Background: an optimization exercise with open tools, aiming at small area. Do not read the settings as production practice. Only simulation tests tie the RTL to the original design; equivalence was not proved. Power and IR drop assume default switching activity.

==> config.mk <==
export PLATFORM = sky130hd
export DESIGN_NAME = spram_top
export DESIGN_NICKNAME = spram_top
export VERILOG_FILES = /design/flow/design.v
export SDC_FILE = /design/flow/constraint.sdc
export NUM_CORES = 4
export LEC_CHECK = 0
export CAP_MARGIN = 20
export CORE_MARGIN = 2
export CORE_UTILIZATION = 60
export CTS_BUF_LIST = sky130_fd_sc_hd__clkbuf_8
export CTS_CLUSTER_DIAMETER = 60
export CTS_CLUSTER_SIZE = 18
export PLACE_DENSITY = 0.72
export SETUP_SLACK_MARGIN = 0.3
export SLEW_MARGIN = 20
export SYNTH_HIERARCHICAL = 1
==> constraint.sdc <==
create_clock -name core_clock -period 3.2 [get_ports {clka}]
set_input_delay 0.6400 -clock core_clock [delete_from_list [all_inputs] [get_ports {clka}]]
set_output_delay 0.6400 -clock core_clock [all_outputs]
set_load 0.01 [all_outputs]
==> design.v <==
`timescale 1ns/1ps
package spram_pkg;
    localparam int data_width = 32;
    localparam int byte_width = 8;                          
    localparam int num_lanes  = data_width / byte_width;
    localparam int mem_depth  = 64;
    localparam int addr_width = $clog2(mem_depth);
    localparam int max_read_latency = 4;
    typedef logic [addr_width-1:0] addr_t;
    typedef logic [data_width-1:0] data_t;
    typedef logic [num_lanes-1:0]  lane_mask_t;
    localparam data_t read_reset_value = '0;
    typedef enum logic [1:0] {
        wm_read_first,                                      
        wm_write_first,                                     
        wm_no_change                                        
    } write_mode_e;
endpackage
`timescale 1ns/1ps
module spram_we_grp (
    input  logic ena,
    input  logic lane,
    input  logic hi,
    output logic grp_n
);
    assign grp_n = !(ena && lane && hi);
endmodule
module spram_we_gate (
    input  logic lo_n,
    input  logic grp_n,
    output logic we
);
    assign we = !(lo_n || grp_n);
endmodule
module spram_port_ctrl (
    input  logic                                                 ena,
    input  spram_pkg::lane_mask_t                                wb_lanes,
    input  logic [7:0]                                           wb_hi,
    input  logic [7:0]                                           wb_lo_n,
    output logic [spram_pkg::mem_depth*spram_pkg::num_lanes-1:0] lane_we    
);
    logic [8*spram_pkg::num_lanes-1:0] grp_n;
    for (genvar j = 0; j < 8; j++) begin : g_hi
        for (genvar l = 0; l < spram_pkg::num_lanes; l++) begin : g_lane
            spram_we_grp u_grp (
                .ena   (ena),
                .lane  (wb_lanes[l]),
                .hi    (wb_hi[j]),
                .grp_n (grp_n[j*spram_pkg::num_lanes+l])
            );
            for (genvar i = 0; i < 8; i++) begin : g_lo
                spram_we_gate u_gate (
                    .lo_n  (wb_lo_n[i]),
                    .grp_n (grp_n[j*spram_pkg::num_lanes+l]),
                    .we    (lane_we[(j*8+i)*spram_pkg::num_lanes+l])
                );
            end
        end
    end
endmodule
`timescale 1ns/1ps
module spram_rd_sel (
    input  logic hi,
    input  logic lo,
    output logic sel_n
);
    assign sel_n = !(hi && lo);
endmodule
module spram_rd_pair (
    input  logic q0,
    input  logic sel0_n,
    input  logic q1,
    input  logic sel1_n,
    output logic hit
);
    assign hit = !((q0 || sel0_n) && (q1 || sel1_n));
endmodule
module spram_rd_or4 (
    input  logic [3:0] hit,
    output logic       hit8
);
    assign hit8 = |hit;
endmodule
module spram_rd_nor4 (
    input  logic [3:0] hit8,
    output logic       miss
);
    assign miss = !(|hit8);
endmodule
module spram_array (
    input  logic [spram_pkg::mem_depth*spram_pkg::data_width-1:0] mem,    
    input  logic [7:0]                                            rd_hi,
    input  logic [7:0]                                            rd_lo,
    output logic [2*spram_pkg::data_width-1:0]                    rd_half   
);
    localparam int DW = spram_pkg::data_width;
    logic [spram_pkg::mem_depth-1:0] sel_n [0:1];
    for (genvar c = 0; c < 2; c++) begin : g_copy
        for (genvar w = 0; w < spram_pkg::mem_depth; w++) begin : g_sel
            spram_rd_sel u_sel (
                .hi    (rd_hi[w/8]),
                .lo    (rd_lo[w%8]),
                .sel_n (sel_n[c][w])
            );
        end
    end
    for (genvar b = 0; b < DW; b++) begin : g_bit
        logic [31:0] hit;
        logic [7:0]  hit8;
        for (genvar k = 0; k < 32; k++) begin : g_pair
            spram_rd_pair u_pair (
                .q0     (mem[(2*k)*DW+b]),
                .sel0_n (sel_n[b/(DW/2)][2*k]),
                .q1     (mem[(2*k+1)*DW+b]),
                .sel1_n (sel_n[b/(DW/2)][2*k+1]),
                .hit    (hit[k])
            );
        end
        for (genvar g = 0; g < 8; g++) begin : g_or
            spram_rd_or4 u_or (
                .hit  (hit[4*g +: 4]),
                .hit8 (hit8[g])
            );
        end
        for (genvar h = 0; h < 2; h++) begin : g_nor
            spram_rd_nor4 u_nor (
                .hit8 (hit8[4*h +: 4]),
                .miss (rd_half[h*DW+b])
            );
        end
    end
endmodule
`timescale 1ns/1ps
module spram_out_pipe (
    input  logic miss0,
    input  logic miss1,
    input  logic load,
    input  logic hold,
    input  logic q,
    output logic d
);
    assign d = (load && miss0 && miss1) || (hold && q);
endmodule
`timescale 1ns/1ps
module spram_top (
    input  logic                  clka,
    input  logic                  rsta,
    input  logic                  ena,
    input  spram_pkg::addr_t      addra,
    input  spram_pkg::data_t      dina,
    input  spram_pkg::lane_mask_t wea,
    input  logic                  regcea,
    output spram_pkg::data_t      douta
);
    localparam int DW = spram_pkg::data_width;
    localparam int BW = spram_pkg::byte_width;
    localparam int NL = spram_pkg::num_lanes;
    localparam int ND = spram_pkg::mem_depth;
    logic [DW-1:0] mem [0:ND-1];
    logic [7:0] req_lo;
    logic [7:0] req_hi;
    logic       rd_valid;      
    logic [DW-1:0]         wb_data;
    spram_pkg::lane_mask_t wb_lanes;
    logic [7:0] dec_lo;
    logic [7:0] dec_hi;
    always_comb begin
        for (int i = 0; i < 8; i++) begin
            dec_lo[i] = (addra[2:0] == 3'(i));
            dec_hi[i] = (addra[5:3] == 3'(i));
        end
    end
    always_ff @(posedge clka or posedge rsta) begin
        if (rsta) begin
            rd_valid <= 1'b0;
        end else if (ena) begin
            rd_valid <= 1'b1;
        end
    end
    always_ff @(posedge clka) begin
        if (ena) begin
            req_lo    <= dec_lo;
            req_hi    <= dec_hi;
            wb_data <= dina;
            wb_lanes  <= wea;
        end
    end
    logic [ND*NL-1:0] lane_we;
    spram_port_ctrl spram_port_ctrl_inst (
        .ena      (ena),
        .wb_lanes (wb_lanes),
        .wb_hi    (req_hi),
        .wb_lo_n  (~req_lo),
        .lane_we  (lane_we)
    );
    always_ff @(posedge clka) begin
        for (int w = 0; w < ND; w++) begin
            for (int i = 0; i < NL; i++) begin
                if (lane_we[w*NL+i]) begin
                    mem[w][i*BW +: BW] <= wb_data[i*BW +: BW];
                end
            end
        end
    end
    logic [ND*DW-1:0] mem_flat;
    logic [2*DW-1:0]  rd_half;
    always_comb begin
        for (int w = 0; w < ND; w++) begin
            mem_flat[w*DW +: DW] = mem[w];
        end
    end
    spram_array spram_array_inst (
        .mem     (mem_flat),
        .rd_hi   (req_hi),
        .rd_lo   (req_lo),
        .rd_half (rd_half)
    );
    logic [DW-1:0] dout_next;
    for (genvar b = 0; b < DW; b++) begin : g_out
        spram_out_pipe u_out (
            .miss0  (rd_half[b]),
            .miss1  (rd_half[DW+b]),
            .load   (regcea && rd_valid),
            .hold   (!regcea),
            .q      (douta[b]),
            .d      (dout_next[b])
        );
    end
    always_ff @(posedge clka or posedge rsta) begin
        if (rsta) begin
            douta <= spram_pkg::read_reset_value;
        end else begin
            douta <= dout_next;
        end
    end
endmodule
==> flow/run.sh <==
#!/bin/bash
# Own layout flow: the standard flow, with the combinational gates of
# the synthesis netlist sized by fanout before floorplan, the output ports
# buffered with the smallest buffer after global placement, and a clock
# tree without dummy loads.
set -euo pipefail
W=$(pwd)
CTS="-sink_clustering_enable -repair_clock_nets -sink_clustering_size 18"
CTS="$CTS -sink_clustering_max_diameter 60 -buf_list sky130_fd_sc_hd__clkbuf_8 -dont_use_dummy_load"
bash standard.sh synth > "$W/flow_synth.log" 2>&1
bash standard.sh finish PRE_FLOORPLAN_TCL="$W/flow/downsize.tcl" \
  POST_GLOBAL_PLACE_TCL="$W/flow/outbuf.tcl" CTS_ARGS="$CTS" > "$W/flow_finish.log" 2>&1
==> flow/downsize.tcl <==
# Sourced by ORFS at the start of floorplan (PRE_FLOORPLAN_TCL): size every
# combinational gate by the fanout of its output, smallest drive for a
# fanout up to 8, drive 2 up to 16, drive 4 above. The flow's own repair
# later sizes up what timing needs.
set db [ord::get_db]
set block [ord::get_db_block]
set n 0
foreach inst [$block getInsts] {
  set name [[$inst getMaster] getName]
  if {![regexp {^(sky130_fd_sc_hd__(nor|nand|and|or|o|a)[0-9a-z]*)_([0-9]+)$} $name -> base kind drive]} {
    continue
  }
  set fanout 0
  foreach it [$inst getITerms] {
    if {[$it isOutputSignal]} {
      set net [$it getNet]
      if {$net ne "NULL"} {
        set fanout [expr {[llength [$net getITerms]] - 1 + [llength [$net getBTerms]]}]
      }
    }
  }
  set want 1
  if {$fanout > 16} {
    set want 4
  } elseif {$fanout > 8} {
    set want 2
  }
  set m "NULL"
  for {set d $want} {$d >= 1 && $m eq "NULL"} {incr d -1} {
    set m [$db findMaster ${base}_$d]
  }
  if {$m ne "NULL" && [$m getName] ne $name} {
    $inst swapMaster $m
    incr n
  }
}
puts "downsize: $n gates resized by fanout"
==> flow/outbuf.tcl <==
# Sourced by ORFS at the end of global placement (POST_GLOBAL_PLACE_TCL):
# the buffer that drives each output port becomes the smallest buffer.
# Input ports keep the delay buffer that the standard flow gives them.
set db [ord::get_db]
set block [ord::get_db_block]
set small [$db findMaster sky130_fd_sc_hd__buf_1]
set n 0
foreach bt [$block getBTerms] {
  if {[$bt getIoType] ne "OUTPUT"} { continue }
  set net [$bt getNet]
  if {$net eq "NULL"} { continue }
  foreach it [$net getITerms] {
    if {![$it isOutputSignal]} { continue }
    set inst [$it getInst]
    if {[[$inst getMaster] getName] eq "sky130_fd_sc_hd__clkdlybuf4s50_1"} {
      $inst swapMaster $small
      incr n
    }
  }
}
puts "outbuf: $n output port buffers set to buf_1"
==> standard.sh <==
#!/bin/bash
# synth_recipe.tcl (not shown) runs the flow's synth.tcl, then flattens the netlist and writes it again
# the make line also repeats each setting of config.mk as NAME=value (left out here)
make -C /OpenROAD-flow-scripts/flow DESIGN_CONFIG=/design/flow/config.mk WORK_HOME=/design/flow/orfs CLKGATE_MAP_FILE= SYNTH_SCRIPT=/design/flow/synth_recipe.tcl "${@:-finish}"
==> impl_metrics.env, run 1 <==
export IMPL_reg2regPathDepth=6
export IMPL_pin_count=78
export IMPL_reg2reg_to="douta[16]"
export IMPL_slew_violations=0
export IMPL_finalHoldViolations=0
export IMPL_ys_types=16
export IMPL_seq_area_frac_synth_pct=85.0
export IMPL_outcome="complete, no violations"
export IMPL_power_mw=47.3
export IMPL_max_stage_delay_ns=0.73
export IMPL_max_freq_mhz=337
export IMPL_grt_pass1_wl_um=287000
export IMPL_yosysChipArea_um2=75100
export IMPL_cts_path_max_buffers=3
export IMPL_required_ns=4.02
export IMPL_setup_tns_final_ns=0
export IMPL_cts_tree="yes"
export IMPL_synth_edf_count=2100
export IMPL_wire_per_inst_um=32.7
export IMPL_clk_pin_slew_worst_paths_ns=0.12
export IMPL_yosysMostFrequentCell="edfxtp_1"
export IMPL_io_buffers=77
export IMPL_antenna_found_initial=5
export IMPL_finalWirelength_um=203000
export IMPL_cp_arrival_ns=3.79
export IMPL_r2r_setup_slack_ns=0.23
export IMPL_drive_gt1_share_pct=14.8
export IMPL_syn_area_um2=75000
export IMPL_grt_max_degree=65
export IMPL_syn_inst=3953
export IMPL_cp_top_family="simple AND/OR/NAND/NOR gates"
export IMPL_ys_flop_type="edfxtp_1"
export IMPL_end_kind="register"
export IMPL_clockRootBuffer="clkbuf_8"
export IMPL_worst_slew_pin_slew_ns=1.05
export IMPL_clk_latency_ns=0.92
export IMPL_yosysTopAreaCellShare_pct=83.9
export IMPL_area_delta_synth_final_pct=10.2
export IMPL_dieArea_um2=128000
export IMPL_ir_drop_mv=0.447
export IMPL_cp_buffers_inverters=1
export IMPL_htree_levels=4
export IMPL_power_leakage_nw=26.1
export IMPL_post_cts_setup_buffers=0
export IMPL_period_share_pct=92.8
export IMPL_synth_seq_cells=2133
export IMPL_route_detailed_drc=0
export IMPL_yosysWarnings=10
export IMPL_async_flop_share_pct=1.55
export IMPL_slew_headroom_pct=30.3
export IMPL_place_hpwl_um=128000
export IMPL_crit_type="register to register"
export IMPL_max_cap_viol_count=0
export IMPL_yosys_top_cells_area="edfxtp_1 84%, o22ai_1 8.5%, or4_1 2.6%, nor2_1 1.3%, dfrtp_1 1.1%"
export IMPL_rsz0062_at_grt="false"
export IMPL_synth_nets=3999
export IMPL_synth_commonest_cells="2100 x edfxtp_1, 1024 x o22ai_1, 256 x nor2_1, 256 x or4_1, 128 x nand2_1"
export IMPL_grtUsageTotal_pct=31.7
export IMPL_core_um2=124000
export IMPL_place_area_um2=80700
export IMPL_syn_avg_cell_area_um2=19.0
export IMPL_clock_sinks=2133
export IMPL_period_minus_slack_ns=2.97
export IMPL_avgViaCountPerCell=7.09
export IMPL_nets=4600
export IMPL_grt_pass1_vias=41300
export IMPL_synth_top_cell_by_area="edfxtp_1"
export IMPL_grt_overflow_total=0
export IMPL_detail_route_antenna_nets=0
export IMPL_via_count=43900
export IMPL_powerDensity_nw_per_um2=572
export IMPL_row_count=129
export IMPL_clock_skew_ns=0.0838
export IMPL_worstPathCellList="buf_12 -> nand2_2 -> o22ai_1 -> or4_1 -> nor4_1 -> a32o_1"
export IMPL_start_util_pct=60.5
export IMPL_hp_class="primary input to asynchronous set/reset pin"
export IMPL_die_w_um=358
export IMPL_crit_path_top_delay_cell="nor4_1"
export IMPL_dr_pass1_iters=6
export IMPL_setup_violations_final=0
export IMPL_timing_rr_start="req_lo[1]"
export IMPL_numCtsBuffers=143
export IMPL_crit_fanout=17
export IMPL_drtIter0Drc=6826
export IMPL_holdBufCountCts=0
export IMPL_design_area_um2=82700
export IMPL_die_y_um=358
export IMPL_cp_start_kind="register"
==> cell usage in the layout, fill, tap and decap left out <==
| cell | count |
|---|---|
| or2_1 | 1 |
| and3_1 | 2 |
| nor4_1 | 53 |
| and3b_1 | 6 |
| clkbuf_8 | 143 |
| nor3b_1 | 6 |
| inv_2 | 9 |
| nor2_1 | 256 |
| buf_1 | 32 |
| and2_4 | 1 |
| edfxtp_1 | 2100 |
| inv_1 | 1 |
| or4_1 | 256 |
| nand2_2 | 128 |
| nor4_4 | 1 |
| nor4_2 | 10 |
| clkdlybuf4s50_1 | 44 |
| nor3_1 | 2 |
| a32o_1 | 32 |
| buf_4 | 366 |
| nand3_1 | 32 |
| dfrtp_1 | 33 |
| buf_12 | 14 |
| diode_2 | 3 |
| o22ai_1 | 1024 |
==> cell type report <==
cell class              count  area [um^2]
flip-flops and latches   2133        63900
fillers                  8118        41200
multi-input cells        1810        11200
repair buffers            456         3590
well taps                1637         2050
clock buffers             143         1970
inverters                  10         37.5
diodes                      3         7.51
==> Yosys stat by module (local to each module, per instance), excerpt <==
| module | copies in the design | area, um^2 | flops+latches | cells inside |
|---|---|---|---|---|
| spram_top | 1 | 64100 | 2133 | 2161 |
| spram_rd_nor4 | 64 | 12.5 | 0 | 1 |
| spram_out_pipe | 32 | 10.0 | 0 | 1 |
| spram_rd_or4 | 256 | 7.51 | 0 | 1 |
| spram_rd_pair | 1024 | 6.26 | 0 | 1 |
| spram_we_grp | 32 | 5.00 | 0 | 1 |
| spram_rd_sel | 128 | 3.75 | 0 | 1 |
| spram_we_gate | 256 | 3.75 | 0 | 1 |
==> power breakdown <==
group          switching [mW]  total, mW  internal [mW]  leakage [nW]
Sequential              0.114       31.4           31.3          19.6
Clock                    7.75       11.8           4.03          1.03
Combinational            3.13       4.14           1.01          5.50
Total                    11.0       47.3           36.3          26.1
==> sequential cells by signal (all words and copies together) (netlist names) <==
name,cells
req_lo,8
mem,2048
wb_data,32
wb_lanes,4
rd_valid,1
douta,32
req_hi,8
==> kinds of logic after synthesis <==
logic type,synth area share (%)
AO/OA/AOI/OAI,8.95
AND/OR/NAND/NOR,5.95
buffers and inverters,0.0500
flip-flops,85.0
==> what timing repair did <==
action | 4_1_cts | 5_1_grt
gates resized for setup | 4 | 8
setup endpoints to repair | 4 | 8
pin swaps | 0 | 0
gates cloned | 0 | 0
==> stage by stage <==
step | cells | util (%) | hold slack, ns | setup WS [ns]
2_1_floorplan | 3953 | - | 0.434 | 1.06
3_3_place_gp | 6046 | 65.2 | 0.447 | 0.226
3_5_place_dp | 6046 | 65.1 | 0.451 | 0.206
4_1_cts | 6189 | 66.7 | 0.101 | 0.300
5_1_grt | 6190 | 66.7 | 0.174 | 0.319
6_report | 6192 | 66.7 | 0.192 | 0.231
==> routing by layer <==
metal / wire, um / part of all wire, % / up-vias / track usage [%]
met3: 29500 / 15 / 401 / 8.16
li1: - / - / 18100 / -
met1: 75400 / 37 / 22100 / 47.2
met2: 90700 / 45 / 3292 / 47.1
met4: 6860 / 3.4 / 2 / 9.49
met5: 12 / 0.0059 / - / 0
==> how the worst max path moves through the flow <==
| stage | startpoint | to | depth (start not counted) |
|---|---|---|---|
| 2_1_floorplan | req_lo[0] | mem[0][0] | 2 |
| 3_3_place_gp | req_lo[2] | douta[31] | 6 |
| 3_5_place_dp | req_lo[2] | douta[31] | 6 |
| 4_1_cts | req_lo[2] | douta[24] | 6 |
| 5_1_grt | req_lo[0] | douta[16] | 6 |
| 6_report | req_lo[1] | douta[16] | 6 |
==> run 2, diff against run 1 <==
--- a/flow/run.sh
+++ b/flow/run.sh
@@ -5,7 +5,7 @@
 # tree without dummy loads.
 set -euo pipefail
 W=$(pwd)
-CTS="-sink_clustering_enable -repair_clock_nets -sink_clustering_size 18"
+CTS="-sink_clustering_enable -repair_clock_nets -sink_clustering_size 16"
 CTS="$CTS -sink_clustering_max_diameter 60 -buf_list sky130_fd_sc_hd__clkbuf_8 -dont_use_dummy_load"
 bash standard.sh synth > "$W/flow_synth.log" 2>&1
 bash standard.sh finish PRE_FLOORPLAN_TCL="$W/flow/downsize.tcl" \
--- a/flow/downsize.tcl
+++ b/flow/downsize.tcl
@@ -1,6 +1,6 @@
 # Sourced by ORFS at the start of floorplan (PRE_FLOORPLAN_TCL): size every
 # combinational gate by the fanout of its output, smallest drive for a
-# fanout up to 8, drive 2 up to 16, drive 4 above. The flow's own repair
+# fanout up to 5, drive 2 up to 16, drive 4 above. The flow's own repair
 # later sizes up what timing needs.
 set db [ord::get_db]
 set block [ord::get_db_block]
@@ -22,7 +22,7 @@
   set want 1
   if {$fanout > 16} {
     set want 4
-  } elseif {$fanout > 8} {
+  } elseif {$fanout > 5} {
     set want 2
   }
   set m "NULL"
--- a/config.mk
+++ b/config.mk
@@ -7,11 +7,11 @@
 export LEC_CHECK = 0
 export CAP_MARGIN = 20
 export CORE_MARGIN = 2
-export CORE_UTILIZATION = 60
+export CORE_UTILIZATION = 70
 export CTS_BUF_LIST = sky130_fd_sc_hd__clkbuf_8
 export CTS_CLUSTER_DIAMETER = 60
-export CTS_CLUSTER_SIZE = 18
-export PLACE_DENSITY = 0.72
+export CTS_CLUSTER_SIZE = 16
+export PLACE_DENSITY = 0.8
 export SETUP_SLACK_MARGIN = 0.3
 export SLEW_MARGIN = 20
 export SYNTH_HIERARCHICAL = 1
==> run 2 against run 1 <==
Against the previous run:
- combinational power down 2%
- design area fell by 1.7%
- via count fell by 0.77%
- largest cell class unchanged
- routed wire length shrank 4.4%
- sequential power about the same
- fmax grew 4.1%
- worst setup slack better by 0.12 ns
- critical endpoint is now douta[4]
- power about the same
==> impl_metrics.env, run 2 <==
export IMPL_outcome="complete, no violations"
export IMPL_crit_fanout=16
export IMPL_wire_per_inst_um=34.0
export IMPL_clk_pin_slew_worst_paths_ns=0.09
export IMPL_place_hpwl_um=122000
export IMPL_multi_input_area_um2=12000
export IMPL_via_count=43500
export IMPL_max_freq_mhz=351
export IMPL_largestRegisters="mem: 2048 flops, douta: 32 flops, wb_data: 32 flops"
export IMPL_ir_drop_mv=0.493
export IMPL_grt_pass1_wl_um=276000
export IMPL_p_seq_share_pct=66.3
export IMPL_seq_area_frac_synth_pct=85.0
export IMPL_dr_pass1_iters=6
export IMPL_grt_pass1_vias=41100
export IMPL_finalWirelength_um=194000
export IMPL_grt_overflow_total=0
export IMPL_cp_arrival_ns=3.67
export IMPL_grtUsageTotal_pct=34.9
export IMPL_nets=4335
export IMPL_pwr_share_comb_pct=8.6
export IMPL_clock_skew_ns=0.0685
export IMPL_period_minus_slack_ns=2.85
export IMPL_clk_latency_ns=0.89
export IMPL_whs_ns=0.308
export IMPL_pwr_share_clk_pct=25.2
export IMPL_layout_common_cells="2100 x edfxtp_1, 1024 x o22ai_1, 256 x or4_1, 256 x nor2_2, 151 x clkbuf_8"
export IMPL_yosys_top_cells_area="edfxtp_1 84%, o22ai_1 8.5%, or4_1 2.6%, nor2_1 1.3%, dfrtp_1 1.1%"
export IMPL_row_count=120
export IMPL_clock_sinks=2133
export IMPL_antenna_found_initial=4
export IMPL_yosysWarnings=10
export IMPL_synth_edf_count=2100
export IMPL_avgViaCountPerCell=7.65
export IMPL_ys_types=16
export IMPL_largest_reg_flops=2048
export IMPL_setup_violations_final=0
export IMPL_detail_route_antenna_nets=0
export IMPL_holdBufCountCts=0
export IMPL_p_int_mw=36.4
export IMPL_required_ns=4.02
export IMPL_rsz0062_at_grt="false"
export IMPL_setup_tns_final_ns=0
export IMPL_dieArea_um2=111000
export IMPL_cts_path_max_buffers=3
export IMPL_fin_util_pct=75.9
export IMPL_netSwitchingFraction_pct=23.0
export IMPL_slew_violations=0
export IMPL_die_w_um=333
export IMPL_drive_gt1_share_pct=16.2
export IMPL_route_detailed_drc=0
export IMPL_yosysTopAreaCellShare_pct=83.9
export IMPL_synth_top_cell_by_area="edfxtp_1"
export IMPL_max_cap_viol_count=0
export IMPL_crit_type="register to register"
export IMPL_synth_commonest_cells="2100 x edfxtp_1, 1024 x o22ai_1, 256 x nor2_1, 256 x or4_1, 128 x nand2_1"
export IMPL_cts_tree="yes"
export IMPL_end_kind="register"
export IMPL_numCtsBuffers=151
export IMPL_worst_slew_pin_slew_ns=0.974
export IMPL_mostFrequentLayoutCell="edfxtp_1"
export IMPL_ff_latch_area_um2=63900
export IMPL_slew_headroom_pct=35.0
export IMPL_fillerInstances=5763
export IMPL_powerDensity_nw_per_um2=581
export IMPL_drtIter0Drc=7730
export IMPL_period_share_pct=89.1
export IMPL_htree_levels=4
export IMPL_synth_nets=3999
export IMPL_power_mw=47.3
export IMPL_cp_start_kind="register"
export IMPL_yosysMostFrequentCell="edfxtp_1"
export IMPL_top_register="mem"
export IMPL_clockRootBuffer="clkbuf_8"
export IMPL_power_switching_mw=10.9
export IMPL_finalHoldViolations=0
export IMPL_synth_seq_cells=2133
export IMPL_power_leakage_nw=24.7
export IMPL_async_flop_share_pct=1.55
export IMPL_die_y_um=333
export IMPL_io_buffers=77
export IMPL_ys_flop_type="edfxtp_1"
export IMPL_core_um2=107000
export IMPL_start_util_pct=70.7
export IMPL_syn_inst=3953
export IMPL_grt_max_degree=65
export IMPL_hp_class="primary input to register"
export IMPL_yosysChipArea_um2=75100
export IMPL_pin_count=78
## run 2: cell counts after synthesis
No cell type changed its count.
## run 2: worst max-delay path, cell delays in order, from the launching register on
cell and delay (ns):
edfxtp_1 0.42, buf_4 0.28, nand2_2 0.36, o22ai_1 0.15, or4_1 0.59, nor4_1 0.69, a32o_1 0.26
## run 2: cells by family after synthesis
group	after synthesis	synth area share, %
flops	2133	85.0
compound gates	1056	8.95
simple gates	754	5.95
buf+inv	10	0.0500
## run 2: repair_timing
| item | in CTS | in global routing |
|---|---|---|
| buffers inserted | 0 | 2 |
| pin swaps | 0 | 0 |
| endpoints found under the setup margin | 11 | 11 |
| gates resized for setup | 13 | 4 |
## run 2: routing by layer
layer / vias to the layer above / share of wire (%) / GRT usage (%)
met2: 3699 / 46 / 52.7
li1: 17600 / - / -
met4: 2 / 3.5 / 10.9
met1: 21800 / 34 / 50.3
met5: - / 0.0067 / 0
met3: 498 / 16 / 10.3
## run 2: cell type report
class / count / area share, %
flip-flops and latches: 2133 / 78.5
multi-input cells: 1810 / 14.8
clock buffers: 151 / 2.55
well taps: 1403 / 2.16
repair buffers: 183 / 1.91
inverters: 10 / 0.0584
diodes: 2 / 0.00615
## run 2: through the flow
stage	cell area, um^2	setup WS (ns)	cells
after floorplan	75800	0.903	3953
after global placement	79300	0.0654	5537
after detailed placement	79100	-0.0274	5537
after CTS	81300	0.254	5688
after global routing	81300	0.367	5691
final	81300	0.348	5692
## run 2: Yosys stat by module (local to each module, per instance), a selection
| module | copies in the design | cells inside | flops+latches | area, um^2 |
|---|---|---|---|---|
| spram_top | 1 | 2161 | 2133 | 64100 |
| spram_rd_nor4 | 64 | 1 | 0 | 12.5 |
| spram_out_pipe | 32 | 1 | 0 | 10.0 |
| spram_rd_or4 | 256 | 1 | 0 | 7.51 |
| spram_rd_pair | 1024 | 1 | 0 | 6.26 |
| spram_we_grp | 32 | 1 | 0 | 5.00 |
| spram_rd_sel | 128 | 1 | 0 | 3.75 |
| spram_we_gate | 256 | 1 | 0 | 3.75 |
## run 2: worst paths after layout
path / cells after the start / slack (ns) / startpoint / end
worst max-delay path: 6 / 0.35 / req_lo[0] / douta[4]
min in group asynchronous: 2 / 0.41 / rsta / douta[17]
worst max register to register: 6 / 0.35 / req_lo[0] / douta[4]
max in group asynchronous: 3 / 1.96 / rsta / rd_valid
worst min-delay path: 1 / 0.31 / dina[9] / wb_data[9]
worst min register to register: 1 / 0.49 / rd_valid / rd_valid
## run 2: power groups by stage
| stage | Combinational, mW | Clock, mW | Sequential (mW) |
|---|---|---|---|
| 6_report | 4.05 | 11.9 | 31.3 |
| 5_1_grt | 4.15 | 12.8 | 31.4 |
| 4_1_cts | 3.87 | 12.0 | 31.3 |
| 3_5_place_dp | 3.85 | 0 | 32.0 |
| 3_3_place_gp | 3.75 | 0 | 32.0 |
| 2_1_floorplan | 1.61 | 0 | 32.4 |

separate check: timing with driven ports:
In the flow no input, the clock included, has a driving cell. The finished layouts below were timed again as built, in two steps. Step 1 sets driving cells, clkbuf_16 on the clock port and buf_2 on the other inputs (assumed; they add their load-dependent delay and slew). Step 2, shift: input delay + t, output delay - t, t = (earliest + latest rising clock arrival at the registers) / 2. This alone moves slack from input paths to output paths. Slacks: ideal / step 1 / step 2; pairs: ideal / step 1.
run | t, ns | setup WS [ns] | worst setup path after step 2 | worst slew at a driven data input, ns
run 1 | 0.945 | 0.231 / 0.231 / 0.231 | register to register | 0.08
run 2 | 0.921 | 0.348 / 0.348 / 0.348 | register to register | 0.04
After both steps setup and hold are still met in every run listed.
